This is an optimization exercise on Yosys and OpenROAD, whose aim is small area and a short achievable clock period, not a production implementation. The RTL was checked by simulation tests, not by an equivalence proof against the original design. Power is estimated from default activity; no workload was simulated.

$ cat design/flow/design.v
`default_nettype none
package mult_sizes_pkg;
	localparam int OPERAND_WIDTH = 16;
	localparam int PRODUCT_WIDTH = 2 * OPERAND_WIDTH;
	localparam int ROW_COUNT = OPERAND_WIDTH - 1;
	typedef logic [OPERAND_WIDTH-1:0] operand_t;
	typedef logic [PRODUCT_WIDTH-1:0] product_t;
endpackage
`default_nettype wire
`default_nettype none
package adder_cell_pkg;
	function automatic logic [1:0] half_add(
		input logic a,
		input logic b
	);
		logic s;
		logic c;
		s = a ^ b;
		c = a & b;
		half_add = {c, s};
	endfunction
	function automatic logic [1:0] full_add(
		input logic a,
		input logic b,
		input logic cin
	);
		logic s;
		logic c;
		s = a ^ b ^ cin;
		c = (a & b) | (cin & (a ^ b));  
		full_add = {c, s};
	endfunction
endpackage
`default_nettype wire
`default_nettype none
module array_multiplier (
	input  logic                     clk,
	input  logic                     reset,
	input  logic                     in_valid,
	input  mult_sizes_pkg::operand_t x,
	input  mult_sizes_pkg::operand_t y,
	output logic                     product_valid,
	output mult_sizes_pkg::product_t product
);
	logic r866;
	logic r867;
	logic r868;
	logic r869;
	logic r870;
	logic r871;
	logic r872;
	logic r873;
	logic r874;
	logic r875;
	logic r876;
	logic r877;
	logic r878;
	logic r879;
	logic r880;
	logic r881;
	logic r882;
	logic r883;
	logic r884;
	logic r885;
	logic r886;
	logic r887;
	logic r888;
	logic r889;
	logic r890;
	logic r891;
	logic r892;
	logic r893;
	logic r894;
	logic r895;
	logic r896;
	logic r897;
	logic r898;
	logic r899;
	logic r900;
	logic r901;
	logic r902;
	logic r903;
	logic r904;
	logic r905;
	logic r906;
	logic r907;
	logic r908;
	logic r909;
	logic r910;
	logic r911;
	logic r912;
	logic r913;
	logic r914;
	logic r915;
	logic r916;
	logic r917;
	logic r918;
	logic r919;
	logic r920;
	logic r921;
	logic r922;
	logic r923;
	logic r924;
	logic r925;
	logic r926;
	logic r927;
	logic r928;
	logic r929;
	logic r930;
	logic r931;
	logic r932;
	logic r933;
	logic r934;
	logic r935;
	logic r936;
	logic r937;
	logic r938;
	logic r939;
	logic r940;
	logic r941;
	logic r942;
	logic r943;
	logic r944;
	logic r945;
	logic r946;
	logic r947;
	logic r948;
	logic r949;
	logic r950;
	logic r951;
	logic r952;
	logic r953;
	logic r954;
	logic r955;
	logic r956;
	logic r957;
	logic r958;
	logic r959;
	logic r960;
	logic r961;
	logic r962;
	logic r963;
	logic r964;
	logic r965;
	logic r966;
	logic r967;
	logic r968;
	logic r969;
	logic r970;
	logic r971;
	logic r972;
	logic r973;
	logic r974;
	logic r976;
	logic r978;
	logic r980;
	logic r982;
	wire pp1 = ~(x[0] & y[0]);
	wire pp2 = ~(x[1] & y[0]);
	wire pp3 = ~(x[2] & y[0]);
	wire pp4 = ~(x[3] & y[0]);
	wire pp5 = ~(x[4] & y[0]);
	wire pp6 = ~(x[5] & y[0]);
	wire pp7 = ~(x[6] & y[0]);
	wire pp8 = ~(x[7] & y[0]);
	wire pp9 = ~(x[8] & y[0]);
	wire pp10 = ~(x[9] & y[0]);
	wire pp11 = ~(x[10] & y[0]);
	wire pp12 = ~(x[11] & y[0]);
	wire pp13 = ~(x[12] & y[0]);
	wire pp14 = ~(x[13] & y[0]);
	wire pp15 = ~(x[14] & y[0]);
	wire pp16 = ~(x[15] & y[0]);
	wire pp17 = ~(x[0] & y[1]);
	wire pp18 = ~(x[1] & y[1]);
	wire pp19 = ~(x[2] & y[1]);
	wire pp20 = ~(x[3] & y[1]);
	wire pp21 = ~(x[4] & y[1]);
	wire pp22 = ~(x[5] & y[1]);
	wire pp23 = ~(x[6] & y[1]);
	wire pp24 = ~(x[7] & y[1]);
	wire pp25 = ~(x[8] & y[1]);
	wire pp26 = ~(x[9] & y[1]);
	wire pp27 = ~(x[10] & y[1]);
	wire pp28 = ~(x[11] & y[1]);
	wire pp29 = ~(x[12] & y[1]);
	wire pp30 = ~(x[13] & y[1]);
	wire pp31 = ~(x[14] & y[1]);
	wire pp32 = ~(x[15] & y[1]);
	wire pp33 = ~(x[0] & y[2]);
	wire pp34 = ~(x[1] & y[2]);
	wire pp35 = ~(x[2] & y[2]);
	wire pp36 = ~(x[3] & y[2]);
	wire pp37 = ~(x[4] & y[2]);
	wire pp38 = ~(x[5] & y[2]);
	wire pp39 = ~(x[6] & y[2]);
	wire pp40 = ~(x[7] & y[2]);
	wire pp41 = ~(x[8] & y[2]);
	wire pp42 = ~(x[9] & y[2]);
	wire pp43 = ~(x[10] & y[2]);
	wire pp44 = ~(x[11] & y[2]);
	wire pp45 = ~(x[12] & y[2]);
	wire pp46 = ~(x[13] & y[2]);
	wire pp47 = ~(x[14] & y[2]);
	wire pp48 = ~(x[15] & y[2]);
	wire pp49 = ~(x[0] & y[3]);
	wire pp50 = ~(x[1] & y[3]);
	wire pp51 = ~(x[2] & y[3]);
	wire pp52 = ~(x[3] & y[3]);
	wire pp53 = ~(x[4] & y[3]);
	wire pp54 = ~(x[5] & y[3]);
	wire pp55 = ~(x[6] & y[3]);
	wire pp56 = ~(x[7] & y[3]);
	wire pp57 = ~(x[8] & y[3]);
	wire pp58 = ~(x[9] & y[3]);
	wire pp59 = ~(x[10] & y[3]);
	wire pp60 = ~(x[11] & y[3]);
	wire pp61 = ~(x[12] & y[3]);
	wire pp62 = ~(x[13] & y[3]);
	wire pp63 = ~(x[14] & y[3]);
	wire pp64 = ~(x[15] & y[3]);
	wire pp65 = ~(x[0] & y[4]);
	wire pp66 = ~(x[1] & y[4]);
	wire pp67 = ~(x[2] & y[4]);
	wire pp68 = ~(x[3] & y[4]);
	wire pp69 = ~(x[4] & y[4]);
	wire pp70 = ~(x[5] & y[4]);
	wire pp71 = ~(x[6] & y[4]);
	wire pp72 = ~(x[7] & y[4]);
	wire pp73 = ~(x[8] & y[4]);
	wire pp74 = ~(x[9] & y[4]);
	wire pp75 = ~(x[10] & y[4]);
	wire pp76 = ~(x[11] & y[4]);
	wire pp77 = ~(x[12] & y[4]);
	wire pp78 = ~(x[13] & y[4]);
	wire pp79 = ~(x[14] & y[4]);
	wire pp80 = ~(x[15] & y[4]);
	wire pp81 = ~(x[0] & y[5]);
	wire pp82 = ~(x[1] & y[5]);
	wire pp83 = ~(x[2] & y[5]);
	wire pp84 = ~(x[3] & y[5]);
	wire pp85 = ~(x[4] & y[5]);
	wire pp86 = ~(x[5] & y[5]);
	wire pp87 = ~(x[6] & y[5]);
	wire pp88 = ~(x[7] & y[5]);
	wire pp89 = ~(x[8] & y[5]);
	wire pp90 = ~(x[9] & y[5]);
	wire pp91 = ~(x[10] & y[5]);
	wire pp92 = ~(x[11] & y[5]);
	wire pp93 = ~(x[12] & y[5]);
	wire pp94 = ~(x[13] & y[5]);
	wire pp95 = ~(x[14] & y[5]);
	wire pp96 = ~(x[15] & y[5]);
	wire pp97 = ~(x[0] & y[6]);
	wire pp98 = ~(x[1] & y[6]);
	wire pp99 = ~(x[2] & y[6]);
	wire pp100 = ~(x[3] & y[6]);
	wire pp101 = ~(x[4] & y[6]);
	wire pp102 = ~(x[5] & y[6]);
	wire pp103 = ~(x[6] & y[6]);
	wire pp104 = ~(x[7] & y[6]);
	wire pp105 = ~(x[8] & y[6]);
	wire pp106 = ~(x[9] & y[6]);
	wire pp107 = ~(x[10] & y[6]);
	wire pp108 = ~(x[11] & y[6]);
	wire pp109 = ~(x[12] & y[6]);
	wire pp110 = ~(x[13] & y[6]);
	wire pp111 = ~(x[14] & y[6]);
	wire pp112 = ~(x[15] & y[6]);
	wire pp113 = ~(x[0] & y[7]);
	wire pp114 = ~(x[1] & y[7]);
	wire pp115 = ~(x[2] & y[7]);
	wire pp116 = ~(x[3] & y[7]);
	wire pp117 = ~(x[4] & y[7]);
	wire pp118 = ~(x[5] & y[7]);
	wire pp119 = ~(x[6] & y[7]);
	wire pp120 = ~(x[7] & y[7]);
	wire pp121 = ~(x[8] & y[7]);
	wire pp122 = ~(x[9] & y[7]);
	wire pp123 = ~(x[10] & y[7]);
	wire pp124 = ~(x[11] & y[7]);
	wire pp125 = ~(x[12] & y[7]);
	wire pp126 = ~(x[13] & y[7]);
	wire pp127 = ~(x[14] & y[7]);
	wire pp128 = ~(x[15] & y[7]);
	wire pp129 = ~(x[0] & y[8]);
	wire pp130 = ~(x[1] & y[8]);
	wire pp131 = ~(x[2] & y[8]);
	wire pp132 = ~(x[3] & y[8]);
	wire pp133 = ~(x[4] & y[8]);
	wire pp134 = ~(x[5] & y[8]);
	wire pp135 = ~(x[6] & y[8]);
	wire pp136 = ~(x[7] & y[8]);
	wire pp137 = ~(x[8] & y[8]);
	wire pp138 = ~(x[9] & y[8]);
	wire pp139 = ~(x[10] & y[8]);
	wire pp140 = ~(x[11] & y[8]);
	wire pp141 = ~(x[12] & y[8]);
	wire pp142 = ~(x[13] & y[8]);
	wire pp143 = ~(x[14] & y[8]);
	wire pp144 = ~(x[15] & y[8]);
	wire pp145 = ~(x[0] & y[9]);
	wire pp146 = ~(x[1] & y[9]);
	wire pp147 = ~(x[2] & y[9]);
	wire pp148 = ~(x[3] & y[9]);
	wire pp149 = ~(x[4] & y[9]);
	wire pp150 = ~(x[5] & y[9]);
	wire pp151 = ~(x[6] & y[9]);
	wire pp152 = ~(x[7] & y[9]);
	wire pp153 = ~(x[8] & y[9]);
	wire pp154 = ~(x[9] & y[9]);
	wire pp155 = ~(x[10] & y[9]);
	wire pp156 = ~(x[11] & y[9]);
	wire pp157 = ~(x[12] & y[9]);
	wire pp158 = ~(x[13] & y[9]);
	wire pp159 = ~(x[14] & y[9]);
	wire pp160 = ~(x[15] & y[9]);
	wire pp161 = ~(x[0] & y[10]);
	wire pp162 = ~(x[1] & y[10]);
	wire pp163 = ~(x[2] & y[10]);
	wire pp164 = ~(x[3] & y[10]);
	wire pp165 = ~(x[4] & y[10]);
	wire pp166 = ~(x[5] & y[10]);
	wire pp167 = ~(x[6] & y[10]);
	wire pp168 = ~(x[7] & y[10]);
	wire pp169 = ~(x[8] & y[10]);
	wire pp170 = ~(x[9] & y[10]);
	wire pp171 = ~(x[10] & y[10]);
	wire pp172 = ~(x[11] & y[10]);
	wire pp173 = ~(x[12] & y[10]);
	wire pp174 = ~(x[13] & y[10]);
	wire pp175 = ~(x[14] & y[10]);
	wire pp176 = ~(x[15] & y[10]);
	wire pp177 = ~(x[0] & y[11]);
	wire pp178 = ~(x[1] & y[11]);
	wire pp179 = ~(x[2] & y[11]);
	wire pp180 = ~(x[3] & y[11]);
	wire pp181 = ~(x[4] & y[11]);
	wire pp182 = ~(x[5] & y[11]);
	wire pp183 = ~(x[6] & y[11]);
	wire pp184 = ~(x[7] & y[11]);
	wire pp185 = ~(x[8] & y[11]);
	wire pp186 = ~(x[9] & y[11]);
	wire pp187 = ~(x[10] & y[11]);
	wire pp188 = ~(x[11] & y[11]);
	wire pp189 = ~(x[12] & y[11]);
	wire pp190 = ~(x[13] & y[11]);
	wire pp191 = ~(x[14] & y[11]);
	wire pp192 = ~(x[15] & y[11]);
	wire pp193 = ~(x[0] & y[12]);
	wire pp194 = ~(x[1] & y[12]);
	wire pp195 = ~(x[2] & y[12]);
	wire pp196 = ~(x[3] & y[12]);
	wire pp197 = ~(x[4] & y[12]);
	wire pp198 = ~(x[5] & y[12]);
	wire pp199 = ~(x[6] & y[12]);
	wire pp200 = ~(x[7] & y[12]);
	wire pp201 = ~(x[8] & y[12]);
	wire pp202 = ~(x[9] & y[12]);
	wire pp203 = ~(x[10] & y[12]);
	wire pp204 = ~(x[11] & y[12]);
	wire pp205 = ~(x[12] & y[12]);
	wire pp206 = ~(x[13] & y[12]);
	wire pp207 = ~(x[14] & y[12]);
	wire pp208 = ~(x[15] & y[12]);
	wire pp209 = ~(x[0] & y[13]);
	wire pp210 = ~(x[1] & y[13]);
	wire pp211 = ~(x[2] & y[13]);
	wire pp212 = ~(x[3] & y[13]);
	wire pp213 = ~(x[4] & y[13]);
	wire pp214 = ~(x[5] & y[13]);
	wire pp215 = ~(x[6] & y[13]);
	wire pp216 = ~(x[7] & y[13]);
	wire pp217 = ~(x[8] & y[13]);
	wire pp218 = ~(x[9] & y[13]);
	wire pp219 = ~(x[10] & y[13]);
	wire pp220 = ~(x[11] & y[13]);
	wire pp221 = ~(x[12] & y[13]);
	wire pp222 = ~(x[13] & y[13]);
	wire pp223 = ~(x[14] & y[13]);
	wire pp224 = ~(x[15] & y[13]);
	wire pp225 = ~(x[0] & y[14]);
	wire pp226 = ~(x[1] & y[14]);
	wire pp227 = ~(x[2] & y[14]);
	wire pp228 = ~(x[3] & y[14]);
	wire pp229 = ~(x[4] & y[14]);
	wire pp230 = ~(x[5] & y[14]);
	wire pp231 = ~(x[6] & y[14]);
	wire pp232 = ~(x[7] & y[14]);
	wire pp233 = ~(x[8] & y[14]);
	wire pp234 = ~(x[9] & y[14]);
	wire pp235 = ~(x[10] & y[14]);
	wire pp236 = ~(x[11] & y[14]);
	wire pp237 = ~(x[12] & y[14]);
	wire pp238 = ~(x[13] & y[14]);
	wire pp239 = ~(x[14] & y[14]);
	wire pp240 = ~(x[15] & y[14]);
	wire pp241 = ~(x[0] & y[15]);
	wire pp242 = ~(x[1] & y[15]);
	wire pp243 = ~(x[2] & y[15]);
	wire pp244 = ~(x[3] & y[15]);
	wire pp245 = ~(x[4] & y[15]);
	wire pp246 = ~(x[5] & y[15]);
	wire pp247 = ~(x[6] & y[15]);
	wire pp248 = ~(x[7] & y[15]);
	wire pp249 = ~(x[8] & y[15]);
	wire pp250 = ~(x[9] & y[15]);
	wire pp251 = ~(x[10] & y[15]);
	wire pp252 = ~(x[11] & y[15]);
	wire pp253 = ~(x[12] & y[15]);
	wire pp254 = ~(x[13] & y[15]);
	wire pp255 = ~(x[14] & y[15]);
	wire pp256 = ~(x[15] & y[15]);
	wire s257, c258;
	mult_xnor u_s257 (.a(pp3), .b(pp18), .y(s257));
	mult_or u_c258 (.a(pp3), .b(pp18), .y(c258));
	wire s259, c260;
	mult_fa u_s259 (.a(pp4), .b(pp19), .c(pp34), .s(s259), .co(c260));
	wire s261, c262;
	mult_xnor u_s261 (.a(pp49), .b(c258), .y(s261));
	mult_or u_c262 (.a(pp49), .b(c258), .y(c262));
	wire s263, c264;
	mult_fa u_s263 (.a(pp5), .b(pp20), .c(pp35), .s(s263), .co(c264));
	wire s265, c266;
	mult_fa u_s265 (.a(pp50), .b(pp65), .c(c260), .s(s265), .co(c266));
	wire s267, c268;
	mult_xnor u_s267 (.a(c262), .b(s263), .y(s267));
	mult_or u_c268 (.a(c262), .b(s263), .y(c268));
	wire s269, c270;
	mult_fa u_s269 (.a(pp6), .b(pp21), .c(pp36), .s(s269), .co(c270));
	wire s271, c272;
	mult_fa u_s271 (.a(pp51), .b(pp66), .c(pp81), .s(s271), .co(c272));
	wire s273, c274;
	mult_fa u_s273 (.a(c264), .b(s269), .c(s271), .s(s273), .co(c274));
	wire s275, c276;
	mult_xnor u_s275 (.a(c268), .b(c266), .y(s275));
	mult_or u_c276 (.a(c268), .b(c266), .y(c276));
	wire s277, c278;
	mult_fa u_s277 (.a(pp7), .b(pp22), .c(pp37), .s(s277), .co(c278));
	wire s279, c280;
	mult_fa u_s279 (.a(pp52), .b(pp67), .c(pp82), .s(s279), .co(c280));
	wire s281, c282;
	mult_fa u_s281 (.a(pp97), .b(c270), .c(c272), .s(s281), .co(c282));
	wire s283, c284;
	mult_fa u_s283 (.a(s277), .b(s279), .c(c274), .s(s283), .co(c284));
	wire s285, c286;
	mult_xnor u_s285 (.a(s281), .b(c276), .y(s285));
	mult_or u_c286 (.a(s281), .b(c276), .y(c286));
	wire s287, c288;
	mult_fa u_s287 (.a(pp8), .b(pp23), .c(pp38), .s(s287), .co(c288));
	wire s289, c290;
	mult_fa u_s289 (.a(pp53), .b(pp68), .c(pp83), .s(s289), .co(c290));
	wire s291, c292;
	mult_fa u_s291 (.a(pp98), .b(pp113), .c(c278), .s(s291), .co(c292));
	wire s293, c294;
	mult_fa u_s293 (.a(c280), .b(s287), .c(s289), .s(s293), .co(c294));
	wire s295, c296;
	mult_fa u_s295 (.a(c282), .b(s291), .c(s293), .s(s295), .co(c296));
	wire s297, c298;
	mult_xnor u_s297 (.a(c286), .b(c284), .y(s297));
	mult_or u_c298 (.a(c286), .b(c284), .y(c298));
	wire s299, c300;
	mult_fa u_s299 (.a(pp9), .b(pp24), .c(pp39), .s(s299), .co(c300));
	wire s301, c302;
	mult_fa u_s301 (.a(pp54), .b(pp69), .c(pp84), .s(s301), .co(c302));
	wire s303, c304;
	mult_fa u_s303 (.a(pp99), .b(pp114), .c(pp129), .s(s303), .co(c304));
	wire s305, c306;
	mult_fa u_s305 (.a(c288), .b(c290), .c(s299), .s(s305), .co(c306));
	wire s307, c308;
	mult_fa u_s307 (.a(s301), .b(s303), .c(c292), .s(s307), .co(c308));
	wire s309, c310;
	mult_fa u_s309 (.a(c294), .b(s305), .c(s307), .s(s309), .co(c310));
	wire s311, c312;
	mult_xnor u_s311 (.a(c296), .b(c298), .y(s311));
	mult_or u_c312 (.a(c296), .b(c298), .y(c312));
	wire s313, c314;
	mult_fa u_s313 (.a(pp10), .b(pp25), .c(pp40), .s(s313), .co(c314));
	wire s315, c316;
	mult_fa u_s315 (.a(pp55), .b(pp70), .c(pp85), .s(s315), .co(c316));
	wire s317, c318;
	mult_fa u_s317 (.a(pp100), .b(pp115), .c(pp130), .s(s317), .co(c318));
	wire s319, c320;
	mult_fa u_s319 (.a(pp145), .b(c300), .c(c302), .s(s319), .co(c320));
	wire s321, c322;
	mult_fa u_s321 (.a(c304), .b(s313), .c(s315), .s(s321), .co(c322));
	wire s323, c324;
	mult_fa u_s323 (.a(s317), .b(c306), .c(s319), .s(s323), .co(c324));
	wire s325, c326;
	mult_fa u_s325 (.a(s321), .b(c308), .c(s323), .s(s325), .co(c326));
	wire s327, c328;
	mult_xnor u_s327 (.a(r866), .b(r867), .y(s327));
	mult_or u_c328 (.a(r866), .b(r867), .y(c328));
	wire s329, c330;
	mult_fa u_s329 (.a(pp11), .b(pp26), .c(pp41), .s(s329), .co(c330));
	wire s331, c332;
	mult_fa u_s331 (.a(pp56), .b(pp71), .c(pp86), .s(s331), .co(c332));
	wire s333, c334;
	mult_fa u_s333 (.a(pp101), .b(pp116), .c(pp131), .s(s333), .co(c334));
	wire s335, c336;
	mult_fa u_s335 (.a(pp146), .b(pp161), .c(c314), .s(s335), .co(c336));
	wire s337, c338;
	mult_fa u_s337 (.a(c316), .b(c318), .c(s329), .s(s337), .co(c338));
	wire s339, c340;
	mult_fa u_s339 (.a(s331), .b(s333), .c(c320), .s(s339), .co(c340));
	wire s341, c342;
	mult_fa u_s341 (.a(c322), .b(s335), .c(s337), .s(s341), .co(c342));
	wire s343, c344;
	mult_fa u_s343 (.a(r868), .b(r869), .c(r870), .s(s343), .co(c344));
	wire s345, c346;
	mult_xnor u_s345 (.a(r871), .b(c328), .y(s345));
	mult_or u_c346 (.a(r871), .b(c328), .y(c346));
	wire s347, c348;
	mult_fa u_s347 (.a(pp12), .b(pp27), .c(pp42), .s(s347), .co(c348));
	wire s349, c350;
	mult_fa u_s349 (.a(pp57), .b(pp72), .c(pp87), .s(s349), .co(c350));
	wire s351, c352;
	mult_fa u_s351 (.a(pp102), .b(pp117), .c(pp132), .s(s351), .co(c352));
	wire s353, c354;
	mult_fa u_s353 (.a(pp147), .b(pp162), .c(pp177), .s(s353), .co(c354));
	wire s355, c356;
	mult_fa u_s355 (.a(c330), .b(c332), .c(c334), .s(s355), .co(c356));
	wire s357, c358;
	mult_fa u_s357 (.a(s347), .b(s349), .c(s351), .s(s357), .co(c358));
	wire s359, c360;
	mult_fa u_s359 (.a(s353), .b(c336), .c(c338), .s(s359), .co(c360));
	wire s361, c362;
	mult_fa u_s361 (.a(s355), .b(s357), .c(c340), .s(s361), .co(c362));
	wire s363, c364;
	mult_fa u_s363 (.a(r872), .b(r873), .c(r874), .s(s363), .co(c364));
	wire s365, c366;
	mult_xnor u_s365 (.a(c344), .b(c346), .y(s365));
	mult_or u_c366 (.a(c344), .b(c346), .y(c366));
	wire s367, c368;
	mult_fa u_s367 (.a(pp13), .b(pp28), .c(pp43), .s(s367), .co(c368));
	wire s369, c370;
	mult_fa u_s369 (.a(pp58), .b(pp73), .c(pp88), .s(s369), .co(c370));
	wire s371, c372;
	mult_fa u_s371 (.a(pp103), .b(pp118), .c(pp133), .s(s371), .co(c372));
	wire s373, c374;
	mult_fa u_s373 (.a(pp148), .b(pp163), .c(pp178), .s(s373), .co(c374));
	wire s375, c376;
	mult_fa u_s375 (.a(pp193), .b(c348), .c(c350), .s(s375), .co(c376));
	wire s377, c378;
	mult_fa u_s377 (.a(c352), .b(c354), .c(s367), .s(s377), .co(c378));
	wire s379, c380;
	mult_fa u_s379 (.a(s369), .b(s371), .c(s373), .s(s379), .co(c380));
	wire s381, c382;
	mult_fa u_s381 (.a(c356), .b(c358), .c(s375), .s(s381), .co(c382));
	wire s383, c384;
	mult_fa u_s383 (.a(s377), .b(s379), .c(c360), .s(s383), .co(c384));
	wire s385, c386;
	mult_fa u_s385 (.a(r875), .b(r876), .c(r877), .s(s385), .co(c386));
	wire s387, c388;
	mult_xnor u_s387 (.a(c364), .b(s385), .y(s387));
	mult_or u_c388 (.a(c364), .b(s385), .y(c388));
	wire s389, c390;
	mult_fa u_s389 (.a(pp14), .b(pp29), .c(pp44), .s(s389), .co(c390));
	wire s391, c392;
	mult_fa u_s391 (.a(pp59), .b(pp74), .c(pp89), .s(s391), .co(c392));
	wire s393, c394;
	mult_fa u_s393 (.a(pp104), .b(pp119), .c(pp134), .s(s393), .co(c394));
	wire s395, c396;
	mult_fa u_s395 (.a(pp149), .b(pp164), .c(pp179), .s(s395), .co(c396));
	wire s397, c398;
	mult_fa u_s397 (.a(pp194), .b(pp209), .c(c368), .s(s397), .co(c398));
	wire s399, c400;
	mult_fa u_s399 (.a(c370), .b(c372), .c(c374), .s(s399), .co(c400));
	wire s401, c402;
	mult_fa u_s401 (.a(s389), .b(s391), .c(s393), .s(s401), .co(c402));
	wire s403, c404;
	mult_fa u_s403 (.a(s395), .b(c376), .c(c378), .s(s403), .co(c404));
	wire s405, c406;
	mult_fa u_s405 (.a(c380), .b(s397), .c(s399), .s(s405), .co(c406));
	wire s407, c408;
	mult_fa u_s407 (.a(s401), .b(c382), .c(s403), .s(s407), .co(c408));
	wire s409, c410;
	mult_fa u_s409 (.a(r878), .b(r879), .c(r880), .s(s409), .co(c410));
	wire s411, c412;
	mult_xnor u_s411 (.a(c386), .b(s409), .y(s411));
	mult_or u_c412 (.a(c386), .b(s409), .y(c412));
	wire s413, c414;
	mult_fa u_s413 (.a(pp15), .b(pp30), .c(pp45), .s(s413), .co(c414));
	wire s415, c416;
	mult_fa u_s415 (.a(pp60), .b(pp75), .c(pp90), .s(s415), .co(c416));
	wire s417, c418;
	mult_fa u_s417 (.a(pp105), .b(pp120), .c(pp135), .s(s417), .co(c418));
	wire s419, c420;
	mult_fa u_s419 (.a(pp150), .b(pp165), .c(pp180), .s(s419), .co(c420));
	wire s421, c422;
	mult_fa u_s421 (.a(pp195), .b(pp210), .c(pp225), .s(s421), .co(c422));
	wire s423, c424;
	mult_fa u_s423 (.a(c390), .b(c392), .c(c394), .s(s423), .co(c424));
	wire s425, c426;
	mult_fa u_s425 (.a(c396), .b(s413), .c(s415), .s(s425), .co(c426));
	wire s427, c428;
	mult_fa u_s427 (.a(s417), .b(s419), .c(s421), .s(s427), .co(c428));
	wire s429, c430;
	mult_fa u_s429 (.a(c398), .b(c400), .c(c402), .s(s429), .co(c430));
	wire s431, c432;
	mult_fa u_s431 (.a(s423), .b(s425), .c(s427), .s(s431), .co(c432));
	wire s433, c434;
	mult_fa u_s433 (.a(c404), .b(c406), .c(s429), .s(s433), .co(c434));
	wire s435, c436;
	mult_fa u_s435 (.a(r881), .b(r882), .c(r883), .s(s435), .co(c436));
	wire s437, c438;
	mult_xnor u_s437 (.a(c410), .b(s435), .y(s437));
	mult_or u_c438 (.a(c410), .b(s435), .y(c438));
	wire s439, c440;
	mult_fa u_s439 (.a(pp16), .b(pp31), .c(pp46), .s(s439), .co(c440));
	wire s441, c442;
	mult_fa u_s441 (.a(pp61), .b(pp76), .c(pp91), .s(s441), .co(c442));
	wire s443, c444;
	mult_fa u_s443 (.a(pp106), .b(pp121), .c(pp136), .s(s443), .co(c444));
	wire s445, c446;
	mult_fa u_s445 (.a(pp151), .b(pp166), .c(pp181), .s(s445), .co(c446));
	wire s447, c448;
	mult_fa u_s447 (.a(pp196), .b(pp211), .c(pp226), .s(s447), .co(c448));
	wire s449, c450;
	mult_fa u_s449 (.a(pp241), .b(c414), .c(c416), .s(s449), .co(c450));
	wire s451, c452;
	mult_fa u_s451 (.a(c418), .b(c420), .c(c422), .s(s451), .co(c452));
	wire s453, c454;
	mult_fa u_s453 (.a(s439), .b(s441), .c(s443), .s(s453), .co(c454));
	wire s455, c456;
	mult_fa u_s455 (.a(s445), .b(s447), .c(c424), .s(s455), .co(c456));
	wire s457, c458;
	mult_fa u_s457 (.a(c426), .b(c428), .c(s449), .s(s457), .co(c458));
	wire s459, c460;
	mult_fa u_s459 (.a(s451), .b(s453), .c(c430), .s(s459), .co(c460));
	wire s461, c462;
	mult_fa u_s461 (.a(s455), .b(c432), .c(s457), .s(s461), .co(c462));
	wire s463, c464;
	mult_fa u_s463 (.a(r884), .b(r885), .c(r886), .s(s463), .co(c464));
	wire s465, c466;
	mult_xnor u_s465 (.a(c436), .b(s463), .y(s465));
	mult_or u_c466 (.a(c436), .b(s463), .y(c466));
	wire s467, c468;
	mult_fa u_s467 (.a(pp32), .b(pp47), .c(pp62), .s(s467), .co(c468));
	wire s469, c470;
	mult_fa u_s469 (.a(pp77), .b(pp92), .c(pp107), .s(s469), .co(c470));
	wire s471, c472;
	mult_fa u_s471 (.a(pp122), .b(pp137), .c(pp152), .s(s471), .co(c472));
	wire s473, c474;
	mult_fa u_s473 (.a(pp167), .b(pp182), .c(pp197), .s(s473), .co(c474));
	wire s475, c476;
	mult_fa u_s475 (.a(pp212), .b(pp227), .c(pp242), .s(s475), .co(c476));
	wire s477, c478;
	mult_fa u_s477 (.a(c440), .b(c442), .c(c444), .s(s477), .co(c478));
	wire s479, c480;
	mult_fa u_s479 (.a(c446), .b(c448), .c(s467), .s(s479), .co(c480));
	wire s481, c482;
	mult_fa u_s481 (.a(s469), .b(s471), .c(s473), .s(s481), .co(c482));
	wire s483, c484;
	mult_fa u_s483 (.a(s475), .b(c450), .c(c452), .s(s483), .co(c484));
	wire s485, c486;
	mult_fa u_s485 (.a(c454), .b(s477), .c(s479), .s(s485), .co(c486));
	wire s487, c488;
	mult_fa u_s487 (.a(s481), .b(c456), .c(c458), .s(s487), .co(c488));
	wire s489, c490;
	mult_fa u_s489 (.a(r887), .b(r888), .c(r889), .s(s489), .co(c490));
	wire s491, c492;
	mult_fa u_s491 (.a(r890), .b(r891), .c(s489), .s(s491), .co(c492));
	wire s493, c494;
	mult_xnor u_s493 (.a(c464), .b(c466), .y(s493));
	mult_or u_c494 (.a(c464), .b(c466), .y(c494));
	wire s495, c496;
	mult_fa u_s495 (.a(pp48), .b(pp63), .c(pp78), .s(s495), .co(c496));
	wire s497, c498;
	mult_fa u_s497 (.a(pp93), .b(pp108), .c(pp123), .s(s497), .co(c498));
	wire s499, c500;
	mult_fa u_s499 (.a(pp138), .b(pp153), .c(pp168), .s(s499), .co(c500));
	wire s501, c502;
	mult_fa u_s501 (.a(pp183), .b(pp198), .c(pp213), .s(s501), .co(c502));
	wire s503, c504;
	mult_fa u_s503 (.a(pp228), .b(pp243), .c(c468), .s(s503), .co(c504));
	wire s505, c506;
	mult_fa u_s505 (.a(c470), .b(c472), .c(c474), .s(s505), .co(c506));
	wire s507, c508;
	mult_fa u_s507 (.a(c476), .b(s495), .c(s497), .s(s507), .co(c508));
	wire s509, c510;
	mult_fa u_s509 (.a(s499), .b(s501), .c(c478), .s(s509), .co(c510));
	wire s511, c512;
	mult_fa u_s511 (.a(c480), .b(c482), .c(s503), .s(s511), .co(c512));
	wire s513, c514;
	mult_fa u_s513 (.a(s505), .b(s507), .c(c484), .s(s513), .co(c514));
	wire s515, c516;
	mult_fa u_s515 (.a(s509), .b(c486), .c(s511), .s(s515), .co(c516));
	wire s517, c518;
	mult_fa u_s517 (.a(r892), .b(r893), .c(r894), .s(s517), .co(c518));
	wire s519, c520;
	mult_fa u_s519 (.a(c490), .b(s517), .c(c492), .s(s519), .co(c520));
	wire s521, c522;
	mult_fa u_s521 (.a(pp64), .b(pp79), .c(pp94), .s(s521), .co(c522));
	wire s523, c524;
	mult_fa u_s523 (.a(pp109), .b(pp124), .c(pp139), .s(s523), .co(c524));
	wire s525, c526;
	mult_fa u_s525 (.a(pp154), .b(pp169), .c(pp184), .s(s525), .co(c526));
	wire s527, c528;
	mult_fa u_s527 (.a(pp199), .b(pp214), .c(pp229), .s(s527), .co(c528));
	wire s529, c530;
	mult_fa u_s529 (.a(pp244), .b(c496), .c(c498), .s(s529), .co(c530));
	wire s531, c532;
	mult_fa u_s531 (.a(c500), .b(c502), .c(s521), .s(s531), .co(c532));
	wire s533, c534;
	mult_fa u_s533 (.a(s523), .b(s525), .c(s527), .s(s533), .co(c534));
	wire s535, c536;
	mult_fa u_s535 (.a(c504), .b(c506), .c(c508), .s(s535), .co(c536));
	wire s537, c538;
	mult_fa u_s537 (.a(s529), .b(s531), .c(s533), .s(s537), .co(c538));
	wire s539, c540;
	mult_fa u_s539 (.a(c510), .b(c512), .c(s535), .s(s539), .co(c540));
	wire s541, c542;
	mult_fa u_s541 (.a(r895), .b(r896), .c(r897), .s(s541), .co(c542));
	wire s543, c544;
	mult_fa u_s543 (.a(r898), .b(c518), .c(s541), .s(s543), .co(c544));
	wire s545, c546;
	mult_fa u_s545 (.a(pp80), .b(pp95), .c(pp110), .s(s545), .co(c546));
	wire s547, c548;
	mult_fa u_s547 (.a(pp125), .b(pp140), .c(pp155), .s(s547), .co(c548));
	wire s549, c550;
	mult_fa u_s549 (.a(pp170), .b(pp185), .c(pp200), .s(s549), .co(c550));
	wire s551, c552;
	mult_fa u_s551 (.a(pp215), .b(pp230), .c(pp245), .s(s551), .co(c552));
	wire s553, c554;
	mult_fa u_s553 (.a(c522), .b(c524), .c(c526), .s(s553), .co(c554));
	wire s555, c556;
	mult_fa u_s555 (.a(c528), .b(s545), .c(s547), .s(s555), .co(c556));
	wire s557, c558;
	mult_fa u_s557 (.a(s549), .b(s551), .c(c530), .s(s557), .co(c558));
	wire s559, c560;
	mult_fa u_s559 (.a(c532), .b(c534), .c(s553), .s(s559), .co(c560));
	wire s561, c562;
	mult_fa u_s561 (.a(s555), .b(c536), .c(s557), .s(s561), .co(c562));
	wire s563, c564;
	mult_fa u_s563 (.a(r899), .b(r900), .c(r901), .s(s563), .co(c564));
	wire s565, c566;
	mult_fa u_s565 (.a(r902), .b(c542), .c(s563), .s(s565), .co(c566));
	wire s567, c568;
	mult_fa u_s567 (.a(pp96), .b(pp111), .c(pp126), .s(s567), .co(c568));
	wire s569, c570;
	mult_fa u_s569 (.a(pp141), .b(pp156), .c(pp171), .s(s569), .co(c570));
	wire s571, c572;
	mult_fa u_s571 (.a(pp186), .b(pp201), .c(pp216), .s(s571), .co(c572));
	wire s573, c574;
	mult_fa u_s573 (.a(pp231), .b(pp246), .c(c546), .s(s573), .co(c574));
	wire s575, c576;
	mult_fa u_s575 (.a(c548), .b(c550), .c(c552), .s(s575), .co(c576));
	wire s577, c578;
	mult_fa u_s577 (.a(s567), .b(s569), .c(s571), .s(s577), .co(c578));
	wire s579, c580;
	mult_fa u_s579 (.a(c554), .b(c556), .c(s573), .s(s579), .co(c580));
	wire s581, c582;
	mult_fa u_s581 (.a(s575), .b(s577), .c(c558), .s(s581), .co(c582));
	wire s583, c584;
	mult_fa u_s583 (.a(r903), .b(r904), .c(r905), .s(s583), .co(c584));
	wire s585, c586;
	mult_fa u_s585 (.a(r906), .b(c564), .c(s583), .s(s585), .co(c586));
	wire s587, c588;
	mult_fa u_s587 (.a(pp112), .b(pp127), .c(pp142), .s(s587), .co(c588));
	wire s589, c590;
	mult_fa u_s589 (.a(pp157), .b(pp172), .c(pp187), .s(s589), .co(c590));
	wire s591, c592;
	mult_fa u_s591 (.a(pp202), .b(pp217), .c(pp232), .s(s591), .co(c592));
	wire s593, c594;
	mult_fa u_s593 (.a(pp247), .b(c568), .c(c570), .s(s593), .co(c594));
	wire s595, c596;
	mult_fa u_s595 (.a(c572), .b(s587), .c(s589), .s(s595), .co(c596));
	wire s597, c598;
	mult_fa u_s597 (.a(s591), .b(c574), .c(c576), .s(s597), .co(c598));
	wire s599, c600;
	mult_fa u_s599 (.a(c578), .b(s593), .c(s595), .s(s599), .co(c600));
	wire s601, c602;
	mult_fa u_s601 (.a(r907), .b(r908), .c(r909), .s(s601), .co(c602));
	wire s603, c604;
	mult_fa u_s603 (.a(r910), .b(s601), .c(c584), .s(s603), .co(c604));
	wire s605, c606;
	mult_fa u_s605 (.a(pp128), .b(pp143), .c(pp158), .s(s605), .co(c606));
	wire s607, c608;
	mult_fa u_s607 (.a(pp173), .b(pp188), .c(pp203), .s(s607), .co(c608));
	wire s609, c610;
	mult_fa u_s609 (.a(pp218), .b(pp233), .c(pp248), .s(s609), .co(c610));
	wire s611, c612;
	mult_fa u_s611 (.a(c588), .b(c590), .c(c592), .s(s611), .co(c612));
	wire s613, c614;
	mult_fa u_s613 (.a(s605), .b(s607), .c(s609), .s(s613), .co(c614));
	wire s615, c616;
	mult_fa u_s615 (.a(c594), .b(c596), .c(s611), .s(s615), .co(c616));
	wire s617, c618;
	mult_fa u_s617 (.a(s613), .b(c598), .c(c600), .s(s617), .co(c618));
	wire s619, c620;
	mult_fa u_s619 (.a(r911), .b(c602), .c(r912), .s(s619), .co(c620));
	wire s621, c622;
	mult_fa u_s621 (.a(pp144), .b(pp159), .c(pp174), .s(s621), .co(c622));
	wire s623, c624;
	mult_fa u_s623 (.a(pp189), .b(pp204), .c(pp219), .s(s623), .co(c624));
	wire s625, c626;
	mult_fa u_s625 (.a(pp234), .b(pp249), .c(c606), .s(s625), .co(c626));
	wire s627, c628;
	mult_fa u_s627 (.a(c608), .b(c610), .c(s621), .s(s627), .co(c628));
	wire s629, c630;
	mult_fa u_s629 (.a(s623), .b(c612), .c(c614), .s(s629), .co(c630));
	wire s631, c632;
	mult_fa u_s631 (.a(s625), .b(s627), .c(c616), .s(s631), .co(c632));
	wire s633, c634;
	mult_fa u_s633 (.a(r913), .b(r914), .c(r915), .s(s633), .co(c634));
	wire s635, c636;
	mult_fa u_s635 (.a(pp160), .b(pp175), .c(pp190), .s(s635), .co(c636));
	wire s637, c638;
	mult_fa u_s637 (.a(pp205), .b(pp220), .c(pp235), .s(s637), .co(c638));
	wire s639, c640;
	mult_fa u_s639 (.a(pp250), .b(c622), .c(c624), .s(s639), .co(c640));
	wire s641, c642;
	mult_fa u_s641 (.a(s635), .b(s637), .c(c626), .s(s641), .co(c642));
	wire s643, c644;
	mult_fa u_s643 (.a(c628), .b(s639), .c(c630), .s(s643), .co(c644));
	wire s645, c646;
	mult_fa u_s645 (.a(r916), .b(r917), .c(r918), .s(s645), .co(c646));
	wire s647, c648;
	mult_fa u_s647 (.a(pp176), .b(pp191), .c(pp206), .s(s647), .co(c648));
	wire s649, c650;
	mult_fa u_s649 (.a(pp221), .b(pp236), .c(pp251), .s(s649), .co(c650));
	wire s651, c652;
	mult_fa u_s651 (.a(c636), .b(c638), .c(s647), .s(s651), .co(c652));
	wire s653, c654;
	mult_fa u_s653 (.a(s649), .b(c640), .c(s651), .s(s653), .co(c654));
	wire s655, c656;
	mult_fa u_s655 (.a(r919), .b(r920), .c(r921), .s(s655), .co(c656));
	wire s657, c658;
	mult_fa u_s657 (.a(pp192), .b(pp207), .c(pp222), .s(s657), .co(c658));
	wire s659, c660;
	mult_fa u_s659 (.a(pp237), .b(pp252), .c(c648), .s(s659), .co(c660));
	wire s661, c662;
	mult_fa u_s661 (.a(c650), .b(s657), .c(c652), .s(s661), .co(c662));
	wire s663, c664;
	mult_fa u_s663 (.a(s659), .b(c654), .c(s661), .s(s663), .co(c664));
	wire s665, c666;
	mult_fa u_s665 (.a(pp208), .b(pp223), .c(pp238), .s(s665), .co(c666));
	wire s667, c668;
	mult_fa u_s667 (.a(pp253), .b(c658), .c(s665), .s(s667), .co(c668));
	wire s669, c670;
	mult_fa u_s669 (.a(c660), .b(s667), .c(c662), .s(s669), .co(c670));
	wire s671, c672;
	mult_fa u_s671 (.a(pp224), .b(pp239), .c(pp254), .s(s671), .co(c672));
	wire s673, c674;
	mult_fa u_s673 (.a(c666), .b(s671), .c(c668), .s(s673), .co(c674));
	wire s675, c676;
	mult_fa u_s675 (.a(pp240), .b(pp255), .c(c672), .s(s675), .co(c676));
	wire t677 = ~pp1;
	wire g678 = pp2 & pp17;
	wire p679 = pp2 ^ pp17;
	wire g680 = pp33 & s257;
	wire p681 = pp33 ^ s257;
	wire g682 = s261 & s259;
	wire p683 = s261 ^ s259;
	wire g684 = s267 & s265;
	wire p685 = s267 ^ s265;
	wire g686 = s273 & s275;
	wire p687 = s273 ^ s275;
	wire g688 = s285 & s283;
	wire p689 = s285 ^ s283;
	wire g690 = s295 & s297;
	wire p691 = s295 ^ s297;
	wire g692 = r922 & r923;
	wire p693 = r922 ^ r923;
	wire g694 = r924 & s327;
	wire p695 = r924 ^ s327;
	wire g696 = s343 & s345;
	wire p697 = s343 ^ s345;
	wire g698 = s363 & s365;
	wire p699 = s363 ^ s365;
	wire g700 = c366 & s387;
	wire p701 = c366 ^ s387;
	wire g702 = c388 & s411;
	wire p703 = c388 ^ s411;
	wire g704 = c412 & s437;
	wire p705 = c412 ^ s437;
	wire g706 = c438 & s465;
	wire p707 = c438 ^ s465;
	wire g708 = s491 & s493;
	wire p709 = s491 ^ s493;
	wire g710 = c494 & s519;
	wire p711 = c494 ^ s519;
	wire g712 = s543 & c520;
	wire p713 = s543 ^ c520;
	wire g714 = c544 & s565;
	wire p715 = c544 ^ s565;
	wire g716 = c566 & s585;
	wire p717 = c566 ^ s585;
	wire g718 = c586 & s603;
	wire p719 = c586 ^ s603;
	wire g720 = s619 & c604;
	wire p721 = s619 ^ c604;
	wire g722 = c620 & s633;
	wire p723 = c620 ^ s633;
	wire g724 = c634 & s645;
	wire p725 = c634 ^ s645;
	wire g726 = c646 & s655;
	wire p727 = c646 ^ s655;
	wire g728 = r925 & c656;
	wire p729 = r925 ^ c656;
	wire g730 = r926 & r927;
	wire p731 = r926 ^ r927;
	wire g732 = r928 & r929;
	wire p733 = r928 ^ r929;
	wire g734 = s675 & c674;
	wire p735 = s675 ^ c674;
	wire g736 = pp256 & c676;
	wire p737 = pp256 ^ c676;
	wire q738 = pp1 | t677;
	wire q739 = g678 | (p679 & q738);
	wire q740 = g680 | (p681 & q739);
	wire q741 = g682 | (p683 & q740);
	wire q742 = g684 | (p685 & q741);
	wire q743 = g686 | (p687 & q742);
	wire q744 = r930 | (r931 & r932);
	wire q745 = r933 | (r934 & q744);
	wire q746 = g692 | (p693 & q745);
	wire q747 = g694 | (p695 & q746);
	wire q748 = g696 | (p697 & q747);
	wire q749 = g698 | (p699 & q748);
	wire a750 = p699 & p697;
	wire q751 = g702 | (p703 & g700);
	wire a752 = p703 & p701;
	wire q753 = g706 | (p707 & g704);
	wire a754 = p707 & p705;
	wire q755 = g710 | (p711 & g708);
	wire a756 = p711 & p709;
	wire q757 = g714 | (p715 & g712);
	wire a758 = p715 & p713;
	wire q759 = g718 | (p719 & g716);
	wire a760 = p719 & p717;
	wire q761 = g722 | (p723 & g720);
	wire a762 = p723 & p721;
	wire q763 = g726 | (p727 & g724);
	wire a764 = p727 & p725;
	wire q765 = g730 | (p731 & g728);
	wire a766 = r935 & r936;
	wire q767 = r937 | (r938 & g732);
	wire a768 = r938 & p733;
	wire q769 = g700 | (p701 & q749);
	wire a770 = p701 & a750;
	wire q771 = q751 | (a752 & q749);
	wire a772 = a752 & a750;
	wire q773 = g708 | (p709 & q753);
	wire a774 = p709 & a754;
	wire q775 = q755 | (a756 & q753);
	wire a776 = a756 & a754;
	wire q777 = r939 | (r940 & r941);
	wire a778 = r940 & r942;
	wire q779 = q759 | (a760 & q757);
	wire a780 = a760 & a758;
	wire q781 = g724 | (p725 & q761);
	wire a782 = r943 & r944;
	wire q783 = q763 | (a764 & q761);
	wire a784 = a764 & a762;
	wire q785 = r945 | (r946 & r947);
	wire a786 = r946 & a766;
	wire q787 = q767 | (a768 & q765);
	wire a788 = r948 & a766;
	wire q789 = g704 | (p705 & q771);
	wire a790 = p705 & a772;
	wire q791 = q753 | (a754 & q771);
	wire a792 = a754 & a772;
	wire q793 = q773 | (a774 & q771);
	wire a794 = a774 & a772;
	wire q795 = q775 | (a776 & q771);
	wire a796 = a776 & a772;
	wire q797 = r949 | (r950 & r951);
	wire a798 = r950 & r952;
	wire q799 = q761 | (a762 & q779);
	wire a800 = r944 & r952;
	wire q801 = r953 | (a782 & r951);
	wire a802 = a782 & r952;
	wire q803 = q783 | (a784 & q779);
	wire a804 = a784 & a780;
	wire q805 = r955 | (r957 & r958);
	wire a806 = r957 & a788;
	wire q807 = r959 | (r960 & r961);
	wire a808 = r960 & r962;
	wire q809 = r941 | (r942 & r961);
	wire a810 = a758 & a796;
	wire q811 = q777 | (a778 & r961);
	wire a812 = a778 & r962;
	wire q813 = r951 | (r952 & r961);
	wire a814 = a780 & a796;
	wire q815 = q797 | (a798 & r961);
	wire a816 = a798 & r962;
	wire q817 = r963 | (a800 & r961);
	wire a818 = a800 & r962;
	wire q819 = q801 | (a802 & r961);
	wire a820 = a802 & r962;
	wire q821 = r964 | (r965 & r961);
	wire a822 = r965 & r962;
	wire q823 = r966 | (r936 & q821);
	wire a824 = r936 & a822;
	wire q825 = r947 | (a766 & q821);
	wire a826 = a766 & a822;
	wire q827 = q785 | (a786 & q821);
	wire a828 = a786 & a822;
	wire q829 = r958 | (a788 & q821);
	wire a830 = a788 & a822;
	wire q831 = q805 | (a806 & q821);
	wire a832 = a806 & a822;
	wire t833 = ~r968;
	assign product[0] = ~t833;
	wire x835;
	mult_xnor u_x835 (.a(p679), .b(q738), .y(x835));
	wire x836;
	mult_xnor u_x836 (.a(p681), .b(q739), .y(x836));
	wire x837;
	mult_xnor u_x837 (.a(p683), .b(q740), .y(x837));
	wire x838;
	mult_xnor u_x838 (.a(p685), .b(q741), .y(x838));
	wire x839;
	mult_xnor u_x839 (.a(p687), .b(q742), .y(x839));
	wire x840;
	mult_xnor u_x840 (.a(r931), .b(r932), .y(x840));
	wire x841;
	mult_xnor u_x841 (.a(r934), .b(q744), .y(x841));
	wire x842;
	mult_xnor u_x842 (.a(p693), .b(q745), .y(x842));
	wire x843;
	mult_xnor u_x843 (.a(p695), .b(q746), .y(x843));
	wire x844;
	mult_xnor u_x844 (.a(p697), .b(q747), .y(x844));
	wire x845;
	mult_xnor u_x845 (.a(p699), .b(q748), .y(x845));
	wire x846;
	mult_xnor u_x846 (.a(p701), .b(q749), .y(x846));
	wire x847;
	mult_xnor u_x847 (.a(p703), .b(q769), .y(x847));
	wire x848;
	mult_xnor u_x848 (.a(p705), .b(q771), .y(x848));
	wire x849;
	mult_xnor u_x849 (.a(p707), .b(q789), .y(x849));
	wire x850;
	mult_xnor u_x850 (.a(p709), .b(q791), .y(x850));
	wire x851;
	mult_xnor u_x851 (.a(p711), .b(q793), .y(x851));
	mult_xnor u_x852 (.a(r960), .b(r961), .y(product[18]));
	mult_xnor u_x853 (.a(r969), .b(q807), .y(product[19]));
	mult_xnor u_x854 (.a(r940), .b(q809), .y(product[20]));
	mult_xnor u_x855 (.a(r970), .b(q811), .y(product[21]));
	mult_xnor u_x856 (.a(r950), .b(q813), .y(product[22]));
	mult_xnor u_x857 (.a(r971), .b(q815), .y(product[23]));
	mult_xnor u_x858 (.a(r943), .b(q817), .y(product[24]));
	mult_xnor u_x859 (.a(r972), .b(q819), .y(product[25]));
	mult_xnor u_x860 (.a(r936), .b(q821), .y(product[26]));
	mult_xnor u_x861 (.a(r935), .b(q823), .y(product[27]));
	mult_xnor u_x862 (.a(r946), .b(q825), .y(product[28]));
	mult_xnor u_x863 (.a(r973), .b(q827), .y(product[29]));
	mult_xnor u_x864 (.a(r957), .b(q829), .y(product[30]));
	assign product[31] = ~q831;
	always_ff @(posedge clk) begin
		r866 <= c310;
		r867 <= c312;
		r868 <= c324;
		r869 <= s339;
		r870 <= s341;
		r871 <= c326;
		r872 <= c342;
		r873 <= s359;
		r874 <= s361;
		r875 <= s381;
		r876 <= c362;
		r877 <= s383;
		r878 <= s405;
		r879 <= c384;
		r880 <= s407;
		r881 <= s431;
		r882 <= c408;
		r883 <= s433;
		r884 <= c434;
		r885 <= s459;
		r886 <= s461;
		r887 <= s483;
		r888 <= s485;
		r889 <= c460;
		r890 <= c462;
		r891 <= s487;
		r892 <= c488;
		r893 <= s513;
		r894 <= s515;
		r895 <= s537;
		r896 <= c514;
		r897 <= c516;
		r898 <= s539;
		r899 <= c538;
		r900 <= s559;
		r901 <= c540;
		r902 <= s561;
		r903 <= c560;
		r904 <= s579;
		r905 <= c562;
		r906 <= s581;
		r907 <= c580;
		r908 <= s597;
		r909 <= s599;
		r910 <= c582;
		r911 <= s615;
		r912 <= s617;
		r913 <= s629;
		r914 <= c618;
		r915 <= s631;
		r916 <= s641;
		r917 <= c632;
		r918 <= s643;
		r919 <= c642;
		r920 <= s653;
		r921 <= c644;
		r922 <= s311;
		r923 <= s309;
		r924 <= s325;
		r925 <= s663;
		r926 <= c664;
		r927 <= s669;
		r928 <= s673;
		r929 <= c670;
		r930 <= g688;
		r931 <= p689;
		r932 <= q743;
		r933 <= g690;
		r934 <= p691;
		r935 <= p731;
		r936 <= p729;
		r937 <= g734;
		r938 <= p735;
		r939 <= g716;
		r940 <= p717;
		r941 <= q757;
		r942 <= a758;
		r943 <= p725;
		r944 <= a762;
		r945 <= g732;
		r946 <= p733;
		r947 <= q765;
		r948 <= a768;
		r949 <= g720;
		r950 <= p721;
		r951 <= q779;
		r952 <= a780;
		r953 <= q781;
		r954 <= g736;
		r955 <= r954;
		r956 <= p737;
		r957 <= r956;
		r958 <= q787;
		r959 <= g712;
		r960 <= p713;
		r961 <= q795;
		r962 <= a796;
		r963 <= q799;
		r964 <= q803;
		r965 <= a804;
		r966 <= g728;
		r967 <= t677;
		r968 <= r967;
		r969 <= p715;
		r970 <= p719;
		r971 <= p723;
		r972 <= p727;
		r973 <= r938;
		r974 <= x835;
		product[1] <= r974;
		r976 <= x836;
		product[2] <= r976;
		r978 <= x837;
		product[3] <= r978;
		r980 <= x838;
		product[4] <= r980;
		r982 <= x839;
		product[5] <= r982;
		product[6] <= x840;
		product[7] <= x841;
		product[8] <= x842;
		product[9] <= x843;
		product[10] <= x844;
		product[11] <= x845;
		product[12] <= x846;
		product[13] <= x847;
		product[14] <= x848;
		product[15] <= x849;
		product[16] <= x850;
		product[17] <= x851;
	end
	logic v1;
	always_ff @(posedge clk) begin
		if (reset) begin
			v1 <= 1'b0;
			product_valid <= 1'b0;
		end else begin
			v1 <= in_valid;
			product_valid <= v1;
		end
	end
endmodule
module mult_fa (
	input  logic a,
	input  logic b,
	input  logic c,
	output logic s,
	output logic co
);
	assign s  = a ^ b ^ c;
	assign co = (a & b) | (c & (a ^ b));
endmodule
module mult_xor (
	input  logic a,
	input  logic b,
	output logic y
);
	assign y = a ^ b;
endmodule
module mult_xnor (
	input  logic a,
	input  logic b,
	output logic y
);
	assign y = ~(a ^ b);
endmodule
module mult_or (
	input  logic a,
	input  logic b,
	output logic y
);
	assign y = a | b;
endmodule
`default_nettype wire
$ cat design/flow/flow/run.sh
#!/bin/bash
# Layout flow: the standard ORFS flow (standard.sh, unchanged synthesis),
# with smaller port buffers and a clock tree built from clkbuf_8 without
# dummy loads. Each tool's output goes to a log file in this folder.
set -euo pipefail
export BUFFER_PORTS_ARGS="-buffer_cell sky130_fd_sc_hd__buf_1"
export CTS_ARGS="-sink_clustering_enable -repair_clock_nets -buf_list sky130_fd_sc_hd__clkbuf_8 -dont_use_dummy_load"
bash standard.sh finish > flow_make.log 2>&1
$ cat design/flow/standard.sh
#!/bin/bash
# synth_recipe.tcl (not shown) runs the flow's synth.tcl, then flattens the netlist and writes it again
# the make line also repeats each setting of config.mk as NAME=value (left out here)
make -C /OpenROAD-flow-scripts/flow DESIGN_CONFIG=/design/flow/config.mk WORK_HOME=/design/flow/orfs CLKGATE_MAP_FILE= SYNTH_SCRIPT=/design/flow/synth_recipe.tcl "${@:-finish}"
$ cat design/flow/config.mk
export PLATFORM = sky130hd
export DESIGN_NAME = array_multiplier
export DESIGN_NICKNAME = array_multiplier
export VERILOG_FILES = /design/flow/design.v
export SDC_FILE = /design/flow/constraint.sdc
export NUM_CORES = 4
export LEC_CHECK = 0
export CAP_MARGIN = 20
export CORE_MARGIN = 2
export CORE_UTILIZATION = 40
export SETUP_SLACK_MARGIN = 2.9
export SLEW_MARGIN = 20
export SYNTH_HIERARCHICAL = 1
$ cat design/flow/constraint.sdc
create_clock -name core_clock -period 6.0 [get_ports {clk}]
set_input_delay 1.2000 -clock core_clock [delete_from_list [all_inputs] [get_ports {clk}]]
set_output_delay 1.2000 -clock core_clock [all_outputs]
set_load 0.01 [all_outputs]
==> results of run 1 <==
==> how the worst max path moves through the flow <==
stage / slack, ns / depth (start not counted) / end / start
2_1_floorplan: 2.56 / 7 / r924$_DFF_P_ / y[4]
3_3_place_gp: 1.75 / 6 / r886$_DFF_P_ / x[4]
3_5_place_dp: 1.76 / 6 / r883$_DFF_P_ / y[5]
4_1_cts: 2.90 / 6 / r894$_DFF_P_ / y[1]
5_1_grt: 2.86 / 6 / product[29] / r961$_DFF_P_
6_report: 2.87 / 6 / r886$_DFF_P_ / x[10]
==> Yosys stat by module, one instance, submodules excluded <==
module / area [um^2] / flops+latches
array_multiplier: 4640 / 131
mult_fa: 20.0 / 0
mult_or: 6.26 / 0
mult_xnor: 8.76 / 0
==> metrics by stage <==
step	hold WS, ns	power, mW
finish	0.326	4.92
global route	0.331	5.45
CTS	0.327	4.99
detailed placement	0.313	4.40
global placement	0.310	4.37
floorplan	0.310	3.69
==> cell usage after synthesis <==
cell / number
sky130_fd_sc_hd__buf_1: 8
sky130_fd_sc_hd__o21ai_1: 1
sky130_fd_sc_hd__o21bai_1: 1
sky130_fd_sc_hd__and3_1: 2
sky130_fd_sc_hd__a21oi_1: 3
sky130_fd_sc_hd__nor2b_1: 2
sky130_fd_sc_hd__fa_1: 195
sky130_fd_sc_hd__and4_1: 1
sky130_fd_sc_hd__nor2_1: 2
sky130_fd_sc_hd__a31o_2: 3
sky130_fd_sc_hd__inv_2: 1
sky130_fd_sc_hd__a211oi_2: 1
sky130_fd_sc_hd__nor3_1: 1
sky130_fd_sc_hd__clkbuf_1: 52
sky130_fd_sc_hd__o21a_2: 1
sky130_fd_sc_hd__o21a_1: 1
sky130_fd_sc_hd__conb_1: 1
sky130_fd_sc_hd__inv_1: 1
sky130_fd_sc_hd__and2_1: 7
sky130_fd_sc_hd__a21oi_2: 1
sky130_fd_sc_hd__buf_4: 1
sky130_fd_sc_hd__a221o_1: 1
sky130_fd_sc_hd__ha_1: 30
sky130_fd_sc_hd__dfxtp_1: 131
sky130_fd_sc_hd__o31ai_2: 1
sky130_fd_sc_hd__nand3_1: 2
sky130_fd_sc_hd__xnor2_1: 45
sky130_fd_sc_hd__nand2_1: 253
sky130_fd_sc_hd__or2_1: 15
sky130_fd_sc_hd__a21o_2: 1
sky130_fd_sc_hd__or2_2: 1
sky130_fd_sc_hd__o21ai_0: 1
sky130_fd_sc_hd__a21o_1: 29
==> critical path, cell delays in order <==
cell and delay, ns:
sky130_fd_sc_hd__buf_4 0.26, sky130_fd_sc_hd__nand2_1 0.13, sky130_fd_sc_hd__fa_2 0.38, sky130_fd_sc_hd__fa_1 0.49, sky130_fd_sc_hd__fa_1 0.55, sky130_fd_sc_hd__fa_1 0.42
==> what timing repair did <==
| action | CTS | global route |
|---|---|---|
| resized for setup | 153 | 19 |
| endpoints found under the setup margin | 77 | 13 |
| gates cloned | 0 | 1 |
| pin swaps | 3 | 2 |
| setup buffers | 2 | 6 |
==> per-layer routing <==
metal | track usage (%) | vias to the layer above
met3 | 4.29 | 36
met1 | 25.6 | 2930
li1 | - | 2491
met5 | 0 | -
met2 | 29.1 | 263
met4 | 6.92 | 0
==> power breakdown <==
group | total [mW] | switching [mW] | leakage, nW | internal [mW]
clock network | 0.540 | 0.291 | 0.122 | 0.249
logic | 2.91 | 1.47 | 2.56 | 1.44
registers | 1.48 | 0.167 | 1.10 | 1.31
==> layout by cell type (no fill, tap or decap), drive strengths merged, types with 4 or more instances in the layout <==
cell	count
nand2	253
fa	195
dfxtp	131
buf	78
xnor2	45
a21o	30
ha	30
clkbuf	18
or2	16
and2	7
a21oi	4
==> kinds of logic (layout without fill, tap and decap cells) <==
logic type / count (synthesis) / in the layout / share of synthesized area, %
AOI/OAI and AO/OA: 45 / 45 / 3.82
adders and majority gates: 225 / 225 / 47.4
DFF: 131 / 131 / 29.0
xor gates and xnor gates: 45 / 45 / 4.36
buffers and inverters: 63 / 98 / 2.66
other: 1 / 1 / 0.0415
and+or+nand+nor: 286 / 286 / 12.7
==> layout make-up <==
class	instances	area, um^2	share of cell area [%]
tap	280	350	3.41
inverter	2	7.51	0.0731
multi-input combinational	602	6520	63.5
sequential	131	2630	25.6
clock buffer	17	234	2.28
timing repair buffer	79	532	5.18
==> flow_metrics.py, run 1 <==
metrics = {
    "run": {
        "cap_violations": 0,
    },
    "logic_synthesis": {
        "synth_seq_cells": 131,
        "synth_sequential_area_ratio_pct": 29.0,
        "synth.lib_cells_used.distinct": 33,
        "syn-mean-instance-area_um2": 11.4,
        "postSynthNetCount": 1056,
        "syn-cell-area_um2": 9030,
        "syn_inst": 796,
        "synth_top_area_share_pct": 43.2,
        "ys.warnings.count": 7,
        "yosysTopAreaCell": "sky130_fd_sc_hd__fa_1",
        "synth_top_cells_by_area": "sky130_fd_sc_hd__fa_1, sky130_fd_sc_hd__dfxtp_1, sky130_fd_sc_hd__nand2_1",
    },
    "floorplan": {
        "io_pins": 68,
        "initial_core_util_pct": 41.0,
        "placementRows": 54,
        "die_width_um": 154,
        "core-area_um2": 22000,
        "die_height_um": 154,
        "dieArea_um2": 23800,
    },
    "finish": {
        "fillerInstances": 2044,
        "number_of_standard_cells_in_the_layout_taps_in_and_fillers_out": 1111,
        "postLayoutCellArea_um2": 10300,
        "n_antenna_cell": 0,
        "layout-drive-gt1-share_pct": 22.1,
        "finalNetCount": 1093,
        "regMostFlops": "product",
        "postLayoutCoreUtil_pct": 46.6,
        "largest_register_ff_count": 17,
        "p_r_area_growth_vs_syn_pct": 13.6,
    },
    "grt": {
        "grt_start_max_net_pins": 17,
        "grt_first_pass_wirelength_mm": 33.7,
        "grt_pass1_vias": 6348,
        "antenna_found_initial": 0,
        "grt_util_all_layers_pct": 18.6,
        "overall_overflow_remaining_after_global_route": 0,
    },
    "detailed_routing": {
        "first_pass_iters": 5,
        "detail_route.iter0.violations": 304,
        "route.top_layer_used": "met4",
        "remaining_drc_errors": 0,
        "routed-via-count": 5720,
        "routed-wl-met2_mm": 9.55,
        "wire_per_inst_um": 18.9,
        "routed-wl-met3_mm": 1.58,
        "routed_antenna_nets": 0,
        "m1WireLength_mm": 9.43,
        "via_per_inst": 5.15,
        "postRouteWirelength_mm": 21.0,
    },
    "worst_hold_path": {
        "min_delay_worst_endpoint": "product[5]$_DFF_P_",
        "hp-class": "register to register",
        "timing.hold.worst.start": "r982$_DFF_P_",
        "worstHoldPathCells": 0,
    },
    "sta": {
        "final.setup_skew_ns": 0.0247,
        "final_max_slew_viol_count": 0,
        "rsz0062_at_grt": "yes",
        "hold_viol_final": 0,
        "period_minus_slack_ns": 3.13,
        "fmaxAchievable_mhz": 320,
        "final.setup.tns_ns": 0,
        "setup-violations-final": 0,
        "min_period_over_period_pct": 52.1,
        "layout_setup_ws_ns": 2.87,
    },
    "worst_setup_path": {
        "worst_ep_arrival_time_ns": 3.44,
        "worst_setup_path_start_kind": "input pin",
        "critPathRequiredTime_ns": 6.31,
        "crit_path_end_kind": "register",
        "reg_to_reg_end": "r963$_DFF_P_",
        "worstReg2RegStart": "r887$_DFF_P_",
        "setup.reg_to_reg.worst_slack_ns": 3.26,
        "worstRegToRegCells": 9,
        "path_max_fanout": 16,
        "setup.worst_path.class": "input pin to register",
    },
    "place": {
        "dp_hpwl_mm": 15.0,
        "placed_cell_area_um2": 9760,
        "cell_count_after_placement": 1085,
        "io_buffer_count": 67,
        "globalplace.congestion": 0.854,
        "pre_cts_slack_ns": 1.76,
    },
    "clock_tree": {
        "cts.sinks": 131,
        "post_cts_hold_buffer_count": 0,
        "tritoncts.num_buffers": 17,
        "clk-insertion-delay-late_ns": 0.44,
        "cts_tree": "done",
        "library_cell_used_as_clock_root_buffer": "sky130_fd_sc_hd__clkbuf_8",
        "clk_pin_slew_worst_paths_ns": 0.06,
        "cts_max_path_buffers": 2,
        "clock_tree.htree_level_count": 4,
    },
    "status": {
        "status": "complete, no violations",
    },
    "power": {
        "leakagePower_nw": 3.78,
        "p_per_area_nw_per_um2": 480,
        "power.ir.vdd_worst_uv": 249,
    },
}
==> run 2, diff against run 1 <==
--- a/design/flow/config.mk
+++ b/design/flow/config.mk
@@ -9,5 +9,5 @@
 export CORE_MARGIN = 2
 export CORE_UTILIZATION = 40
-export SETUP_SLACK_MARGIN = 2.9
+export SETUP_SLACK_MARGIN = 2.8
 export SLEW_MARGIN = 20
 export SYNTH_HIERARCHICAL = 1
==> run 2 against run 1 <==
  * Cell count fell by 0.81%
  * Sequential cell count did not move
  * Final area fell by 2.3%
  * Clock-buffer cell count did not move
  * Critical path depth rose by 1
  * Clock skew rose by 0.0059 ns
  * Clock power barely moved
  * Sequential power barely moved
  * Combinational power fell by 3%
  * Non-clock buffer count fell by 9
  * Global-route usage fell by 0.24 points
  * Largest cell class unchanged
==> flow_metrics.py, run 2 <==
metrics = {
    "clock_tree": {
        "cts_tree": "done",
        "cts_max_path_buffers": 2,
        "library_cell_used_as_clock_root_buffer": "sky130_fd_sc_hd__clkbuf_8",
    },
    "sta": {
        "fin_hold_ws_ns": 0.325,
        "fmaxAchievable_mhz": 316,
        "final.setup_skew_ns": 0.0305,
        "rsz0062_at_grt": "yes",
        "final.setup.tns_ns": 0,
    },
    "logic_synthesis": {
        "synth.lib_cells_used.distinct": 33,
        "yosysTopAreaCell": "sky130_fd_sc_hd__fa_1",
        "leading_cell_type_by_number_of_instances_after_synthesis": "sky130_fd_sc_hd__nand2_1",
        "synth_top_cells_by_area": "sky130_fd_sc_hd__fa_1, sky130_fd_sc_hd__dfxtp_1, sky130_fd_sc_hd__nand2_1",
        "synth_enable_flop_cells": 0,
        "syn_inst": 796,
        "synth_seq_cells": 131,
    },
    "finish": {
        "fillerInstances": 2034,
        "layout-drive-gt1-share_pct": 18.1,
        "regMostFlops": "product",
        "number_of_standard_cells_in_the_layout_taps_in_and_fillers_out": 1102,
        "n_antenna_cell": 0,
    },
    "detailed_routing": {
        "first_pass_iters": 5,
        "remaining_drc_errors": 0,
        "wire_per_inst_um": 18.4,
    },
    "worst_setup_path": {
        "reg_to_reg_end": "r963$_DFF_P_",
        "worstRegToRegCells": 9,
        "setup.worst_path.class": "input pin to register",
        "critPathRequiredTime_ns": 6.30,
    },
    "status": {
        "status": "complete, no violations",
    },
    "grt": {
        "grt_start_max_net_pins": 17,
        "grt_util_all_layers_pct": 18.4,
        "grt_first_pass_wirelength_mm": 33.3,
        "grt_pass1_vias": 6185,
    },
    "floorplan": {
        "initial_core_util_pct": 41.0,
    },
    "worst_hold_path": {
        "worstHoldPathCells": 0,
    },
}
==> run 2: stage by stage <==
stage | cell area, um^2 | power [mW] | setup WS (ns)
2_1_floorplan | 9860 | 3.68 | 2.56
3_3_place_gp | 9660 | 4.32 | 1.85
3_5_place_dp | 9660 | 4.37 | 1.81
4_1_cts | 9990 | 4.95 | 2.81
5_1_grt | 10000 | 5.41 | 2.80
6_report | 10000 | 4.86 | 2.84
==> run 2: timing repair <==
| item | in CTS | in global routing |
|---|---|---|
| cloned | 0 | 0 |
| pin swaps | 1 | 3 |
| gates resized for setup | 137 | 16 |
| endpoints found under the setup margin | 67 | 13 |
| setup buffers | 1 | 0 |
| endpoints found under the hold margin | 0 | 0 |
==> run 2: power breakdown <==
part,leakage [nW],switching [mW],total (mW),internal [mW]
Clock,0.122,0.293,0.542,0.249
Combinational,2.46,1.44,2.83,1.40
Sequential,1.10,0.172,1.48,1.31
Total,3.68,1.90,4.86,2.96
==> run 2: modules after synthesis (local to each module, per instance) <==
module            cells  flops+latches
mult_fa               1              0
mult_or               1              0
mult_xnor             1              0
array_multiplier    541            131
==> run 2: worst max-delay path, stage by stage <==
cell                      delay (ns)
sky130_fd_sc_hd__buf_1          0.07
sky130_fd_sc_hd__buf_4          0.25
sky130_fd_sc_hd__nand2_4        0.07
sky130_fd_sc_hd__fa_1           0.52
sky130_fd_sc_hd__fa_2           0.41
sky130_fd_sc_hd__fa_1           0.51
sky130_fd_sc_hd__fa_1           0.42
==> run 2: area by class of cell <==
| class | instances | area (um^2) | share of cell area [%] |
|---|---|---|---|
| clock buffer | 17 | 234 | 2.33 |
| inverter | 2 | 7.51 | 0.0748 |
| multi-input combinational | 602 | 6420 | 64.1 |
| sequential | 131 | 2630 | 26.2 |
| tap | 280 | 350 | 3.49 |
| timing repair buffer | 70 | 388 | 3.87 |
==> run 2: kinds of logic after synthesis <==
kind of cell / after synthesis / share of synthesized area (%)
other: 1 / 0.0415
AOI/OAI and AO/OA: 45 / 3.82
DFF: 131 / 29.0
buffers and inverters: 63 / 2.66
adders and majority gates: 225 / 47.4
xor gates and xnor gates: 45 / 4.36
and+or+nand+nor: 286 / 12.7
==> run 2: worst max-delay path by stage <==
stage | end | slack (ns)
after floorplan | r886$_DFF_P_ | 2.56
after global placement | r912$_DFF_P_ | 1.85
after detailed placement | r912$_DFF_P_ | 1.81
after CTS | r886$_DFF_P_ | 2.81
after global routing | r894$_DFF_P_ | 2.80
final | r886$_DFF_P_ | 2.84
==> run 2: per-layer routing <==
metal	routed length, um	vias up	global-route usage, %
met1	9170	2871	25.5
met4	192	0	5.11
met2	9330	221	28.7
li1	-	2470	-
met3	1570	16	4.93
met5	0	-	0

==> static timing again, ports no longer ideal <==
How much do the figures lean on ideal ports? The routed layouts below were timed once more, with nothing changed but the port constraints. Step 1: set_driving_cell puts a clkbuf_16 on clk and a buf_2 on each other input, an assumption about the parent block. Step 2 times the ports against the registers' clock, not the clock port: input delays grow and output delays shrink by t, the midpoint of the rising clock arrivals with the driver on. Slacks: ideal / step 1 / step 2; pairs: ideal / step 1.
run	t, ns	slack for setup (ns)
run 1	0.471	2.875 / 2.891 / 2.420
run 2	0.471	2.835 / 2.850 / 2.380
After both steps setup and hold are still met in every run listed.
